From an optimization exercise on the open Yosys and OpenROAD flow, aimed at small area, a short achievable clock period and few clock cycles per item; shortcuts taken in it are not production practice.
At most, simulation tests tie the RTL to the original design; equivalence was not proved.
Power is estimated from default activity; no workload was simulated.

==> inputs of exp/onyx <==
==> flow/design.v <==
module param_memory #(
   parameter int WIDTH      = 32,
   parameter int DEPTH      = 48,
   parameter int ADDR_WIDTH = 6,
   parameter int RD_LATENCY = 2,
   parameter int RESET_MEM  = 1
) (
   input  logic                  clk_i,
   input  logic                  rst_i,
   input  logic                  valid_i,
   output logic                  ready_o,
   input  logic                  wr_rd_i,
   input  logic [ADDR_WIDTH-1:0] addr_i,
   input  logic [WIDTH-1:0]      wdata_i,
   input  logic [WIDTH/8-1:0]    wstrb_i,
   output logic                  rvalid_o,
   output logic [WIDTH-1:0]      rdata_o,
   output logic                  rerr_o,
   input  logic                  rready_i
);
   localparam int NBYTES = WIDTH / 8;
   logic [WIDTH-1:0]      mem_q [DEPTH];
   logic                  ov_q, oe_q;
   logic [WIDTH-1:0]      od_q;
   logic                  ready, accept;
   logic [WIDTH-1:0]      rd_word;
   logic [DEPTH-1:0]      rsel;
   logic [WIDTH-1:0]      grp_n [DEPTH/3];
   assign ready  = !ov_q || rready_i;
   assign accept = valid_i && ready;
   always_comb begin
      for (int i = 0; i < DEPTH; i++) begin
         rsel[i] = addr_i == ADDR_WIDTH'(i);
      end
   end
   for (genvar g = 0; g < DEPTH / 3; g++) begin : g_grp
      for (genvar b = 0; b < WIDTH; b++) begin : g_bit
         param_memory_aoi3 u_aoi (
            .a0(rsel[3*g]), .b0(mem_q[3*g][b]),
            .a1(rsel[3*g+1]), .b1(mem_q[3*g+1][b]),
            .a2(rsel[3*g+2]), .b2(mem_q[3*g+2][b]),
            .y(grp_n[g][b]));
      end
   end
   logic [WIDTH-1:0] part [4];
   logic [WIDTH-1:0] half_n [2];
   for (genvar b = 0; b < WIDTH; b++) begin : g_tree
      for (genvar p = 0; p < 4; p++) begin : g_part
         param_memory_nand4 u_nand4 (
            .a(grp_n[4*p][b]), .b(grp_n[4*p+1][b]), .c(grp_n[4*p+2][b]), .d(grp_n[4*p+3][b]),
            .y(part[p][b]));
      end
      for (genvar h = 0; h < 2; h++) begin : g_half
         param_memory_nor2 u_nor2 (.a(part[2*h][b]), .b(part[2*h+1][b]), .y(half_n[h][b]));
      end
      param_memory_a21oi u_out (.a1(half_n[0][b]), .a2(half_n[1][b]), .b1(wr_rd_i), .y(rd_word[b]));
   end
   logic [WIDTH-1:0]      wbus;
   logic [NBYTES-1:0]     wen [DEPTH];
   always_comb begin
      wbus = rst_i ? wdata_i : '0;
      for (int i = 0; i < DEPTH; i++) begin
         for (int k = 0; k < NBYTES; k++) begin
            wen[i][k] = !rst_i || (accept && wr_rd_i && addr_i == ADDR_WIDTH'(i) && wstrb_i[k]);
         end
      end
   end
   always_ff @(posedge clk_i) begin
      for (int i = 0; i < DEPTH; i++) begin
         for (int k = 0; k < NBYTES; k++) begin
            if (wen[i][k]) mem_q[i][8*k +: 8] <= wbus[8*k +: 8];
         end
      end
   end
   always_ff @(posedge clk_i) begin
      if (!rst_i) begin
         ov_q <= 1'b0;
      end else if (ready) begin
         ov_q <= valid_i;
      end
   end
   logic [WIDTH-1:0]      od_d;
   logic                  oe_d;
   for (genvar b = 0; b < WIDTH; b++) begin : g_od
      param_memory_mux2 u_mux (.s(ready), .a(od_q[b]), .b(rd_word[b]), .y(od_d[b]));
   end
   param_memory_mux2 u_oe_mux (.s(ready), .a(oe_q), .b(addr_i >= ADDR_WIDTH'(DEPTH)), .y(oe_d));
   always_ff @(posedge clk_i) begin
      od_q <= od_d;
      oe_q <= oe_d;
   end
   param_memory_or2n u_ready_o (.an(ov_q), .b(rready_i), .y(ready_o));
   assign rvalid_o = ov_q;
   assign rdata_o  = od_q;
   assign rerr_o   = oe_q;
endmodule
module param_memory_aoi3 (
   input  logic a0, b0, a1, b1, a2, b2,
   output logic y
);
   assign y = !((a0 && b0) || (a1 && b1) || (a2 && b2));
endmodule
module param_memory_nand4 (
   input  logic a, b, c, d,
   output logic y
);
   assign y = !(a && b && c && d);
endmodule
module param_memory_nor2 (
   input  logic a, b,
   output logic y
);
   assign y = !(a || b);
endmodule
module param_memory_a21oi (
   input  logic a1, a2, b1,
   output logic y
);
   assign y = !((a1 && a2) || b1);
endmodule
module param_memory_or2n (
   input  logic an, b,
   output logic y
);
   assign y = !an || b;
endmodule
module param_memory_mux2 (
   input  logic s, a, b,
   output logic y
);
   assign y = s ? b : a;
endmodule
==> flow/flow/run.sh <==
#!/bin/bash
# Standard layout, with plain buffers (not delay cells) on the ports.
cp standard.sh standard_sh_copy.log
export BUFFER_PORTS_ARGS="-buffer_cell sky130_fd_sc_hd__buf_4"
bash standard.sh > standard.log 2>&1
==> flow/standard.sh <==
#!/bin/bash
# synth_recipe.tcl (not shown) runs the flow's synth.tcl, then flattens the netlist and writes it again
# the make line also repeats each setting of config.mk as NAME=value (left out here)
make -C /OpenROAD-flow-scripts/flow DESIGN_CONFIG=/design/flow/config.mk WORK_HOME=/design/flow/orfs CLKGATE_MAP_FILE= SYNTH_SCRIPT=/design/flow/synth_recipe.tcl "${@:-finish}"
==> flow/config.mk <==
export PLATFORM = sky130hd
export DESIGN_NAME = param_memory
export DESIGN_NICKNAME = param_memory
export VERILOG_FILES = /design/flow/design.v
export SDC_FILE = /design/flow/constraint.sdc
export NUM_CORES = 4
export LEC_CHECK = 0
export CAP_MARGIN = 20
export CORE_MARGIN = 2
export CORE_UTILIZATION = 60
export CTS_CLUSTER_DIAMETER = 70
export CTS_CLUSTER_SIZE = 25
export SETUP_SLACK_MARGIN = 2.5
export SLEW_MARGIN = 20
export SYNTH_HIERARCHICAL = 1
export SYNTH_MINIMUM_KEEP_SIZE = 0
==> flow/constraint.sdc <==
create_clock -name core_clock -period 5.0 [get_ports {clk_i}]
set_input_delay 1.0000 -clock core_clock [delete_from_list [all_inputs] [get_ports {clk_i}]]
set_output_delay 1.0000 -clock core_clock [all_outputs]
set_load 0.01 [all_outputs]
==> exp/xenon (differences from exp/onyx) <==
--- a/flow/design.v
+++ b/flow/design.v
@@ -22,2 +22,3 @@
    logic [WIDTH-1:0]      mem_q [DEPTH];
+   logic [DEPTH-1:0]      wval_q;
    logic                  ov_q, oe_q;
@@ -25,3 +26,3 @@
    logic                  ready, accept;
-   logic [WIDTH-1:0]      rd_word;
+   logic [WIDTH-1:0]      wdata_m, rd_word;
    logic [DEPTH-1:0]      rsel;
@@ -31,4 +32,9 @@
    always_comb begin
+      for (int k = 0; k < NBYTES; k++) begin
+         wdata_m[8*k +: 8] = wstrb_i[k] ? wdata_i[8*k +: 8] : 8'h00;
+      end
+   end
+   always_comb begin
       for (int i = 0; i < DEPTH; i++) begin
-         rsel[i] = addr_i == ADDR_WIDTH'(i);
+         rsel[i] = addr_i == ADDR_WIDTH'(i) && wval_q[i] && !wr_rd_i;
       end
@@ -55,11 +61,12 @@
       end
-      param_memory_a21oi u_out (.a1(half_n[0][b]), .a2(half_n[1][b]), .b1(wr_rd_i), .y(rd_word[b]));
+      param_memory_nand2 u_nand2 (.a(half_n[0][b]), .b(half_n[1][b]), .y(rd_word[b]));
    end
-   logic [WIDTH-1:0]      wbus;
-   logic [NBYTES-1:0]     wen [DEPTH];
-   always_comb begin
-      wbus = rst_i ? wdata_i : '0;
+   always_ff @(posedge clk_i) begin
       for (int i = 0; i < DEPTH; i++) begin
-         for (int k = 0; k < NBYTES; k++) begin
-            wen[i][k] = !rst_i || (accept && wr_rd_i && addr_i == ADDR_WIDTH'(i) && wstrb_i[k]);
+         if (accept && wr_rd_i && addr_i == ADDR_WIDTH'(i)) begin
+            for (int k = 0; k < NBYTES; k++) begin
+               if (wstrb_i[k] || !wval_q[i]) begin
+                  mem_q[i][8*k +: 8] <= wdata_m[8*k +: 8];
+               end
+            end
          end
@@ -68,5 +75,7 @@
    always_ff @(posedge clk_i) begin
-      for (int i = 0; i < DEPTH; i++) begin
-         for (int k = 0; k < NBYTES; k++) begin
-            if (wen[i][k]) mem_q[i][8*k +: 8] <= wbus[8*k +: 8];
+      if (!rst_i) begin
+         wval_q <= '0;
+      end else if (accept && wr_rd_i) begin
+         for (int i = 0; i < DEPTH; i++) begin
+            if (addr_i == ADDR_WIDTH'(i)) wval_q[i] <= 1'b1;
          end
@@ -81,13 +90,9 @@
    end
-   logic [WIDTH-1:0]      od_d;
-   logic                  oe_d;
-   for (genvar b = 0; b < WIDTH; b++) begin : g_od
-      param_memory_mux2 u_mux (.s(ready), .a(od_q[b]), .b(rd_word[b]), .y(od_d[b]));
+   always_ff @(posedge clk_i) begin
+      if (ready) begin
+         od_q <= rd_word;
+         oe_q <= addr_i >= ADDR_WIDTH'(DEPTH);
+      end
    end
-   param_memory_mux2 u_oe_mux (.s(ready), .a(oe_q), .b(addr_i >= ADDR_WIDTH'(DEPTH)), .y(oe_d));
-   always_ff @(posedge clk_i) begin
-      od_q <= od_d;
-      oe_q <= oe_d;
-   end
-   param_memory_or2n u_ready_o (.an(ov_q), .b(rready_i), .y(ready_o));
+   assign ready_o  = ready;
    assign rvalid_o = ov_q;
@@ -114,19 +119,7 @@
 endmodule
-module param_memory_a21oi (
-   input  logic a1, a2, b1,
+module param_memory_nand2 (
+   input  logic a, b,
    output logic y
 );
-   assign y = !((a1 && a2) || b1);
+   assign y = !(a && b);
 endmodule
-module param_memory_or2n (
-   input  logic an, b,
-   output logic y
-);
-   assign y = !an || b;
-endmodule
-module param_memory_mux2 (
-   input  logic s, a, b,
-   output logic y
-);
-   assign y = s ? b : a;
-endmodule
==> flow/run.sh (new file) <==
#!/bin/bash
# synth_recipe.tcl (not shown) runs the flow's synth.tcl, then flattens the netlist and writes it again
# the make line also repeats each setting of config.mk as NAME=value (left out here)
make -C /OpenROAD-flow-scripts/flow DESIGN_CONFIG=/design/flow/config.mk WORK_HOME=/design/flow/orfs CLKGATE_MAP_FILE= SYNTH_SCRIPT=/design/flow/synth_recipe.tcl finish
- CTS_CLUSTER_DIAMETER: 70 -> 80
- CTS_CLUSTER_SIZE: 25 -> 30
- SETUP_SLACK_MARGIN: 2.5 -> 2.7
removed: flow/flow/run.sh
removed: flow/standard.sh
==> notes <==
In exp/onyx the sequential share of layout area is lower than in exp/xenon, by 2.2 points. Between exp/onyx and exp/xenon, the lower worst setup slack is in exp/onyx (gap 0.16 ns). Against exp/onyx, the combinational power of exp/xenon is lower by about 60%. Between exp/onyx and exp/xenon, the lower final cell count is in exp/onyx (gap about 2.2%, measured against exp/xenon). Of exp/xenon and exp/onyx, exp/xenon has the higher routed wire length (gap 1.2%, measured against exp/onyx). Between exp/xenon and exp/onyx, the lower fmax is in exp/onyx (gap about 5.6%, measured against exp/onyx). Against exp/onyx, the clock skew of exp/xenon is higher by 0.018 ns. Against exp/xenon, the critical path depth of exp/onyx is higher by 1. Sequential cell count: exp/xenon is higher than exp/onyx (48).
Testbench counts of exp/onyx, summed over its fixed seeds: cycles 16,008, items 16,000.
Function not checked in exp/xenon: the RTL went through the layout flow alone.

-- port drivers added, routing unchanged --
The results above use ideal ports. As a check the final layouts listed here were re-extracted and re-timed, cells and wires unchanged. Step 1, drivers: a clkbuf_16 drives clk_i and a buf_2 each remaining input, both assumed. Step 2, shift: input delay + t, output delay - t, t = (earliest + latest rising clock arrival at the registers) / 2. This alone moves slack from input paths to output paths. a / b / c = no drivers / after step 1 / after step 2; a / b = the first two.
run | t (ns) | setup WS [ns] | worst data-port slew with drivers (ns)
exp/onyx | 0.746 | 2.042 / 1.837 / 1.092 | 0.34
exp/xenon | 0.798 | 2.198 / 2.196 / 1.398 | 0.33
After both steps every run listed still meets setup and hold. The setup slack of exp/onyx, which loses most, moves by -0.205 ns with the drivers and by -0.950 ns with both steps.
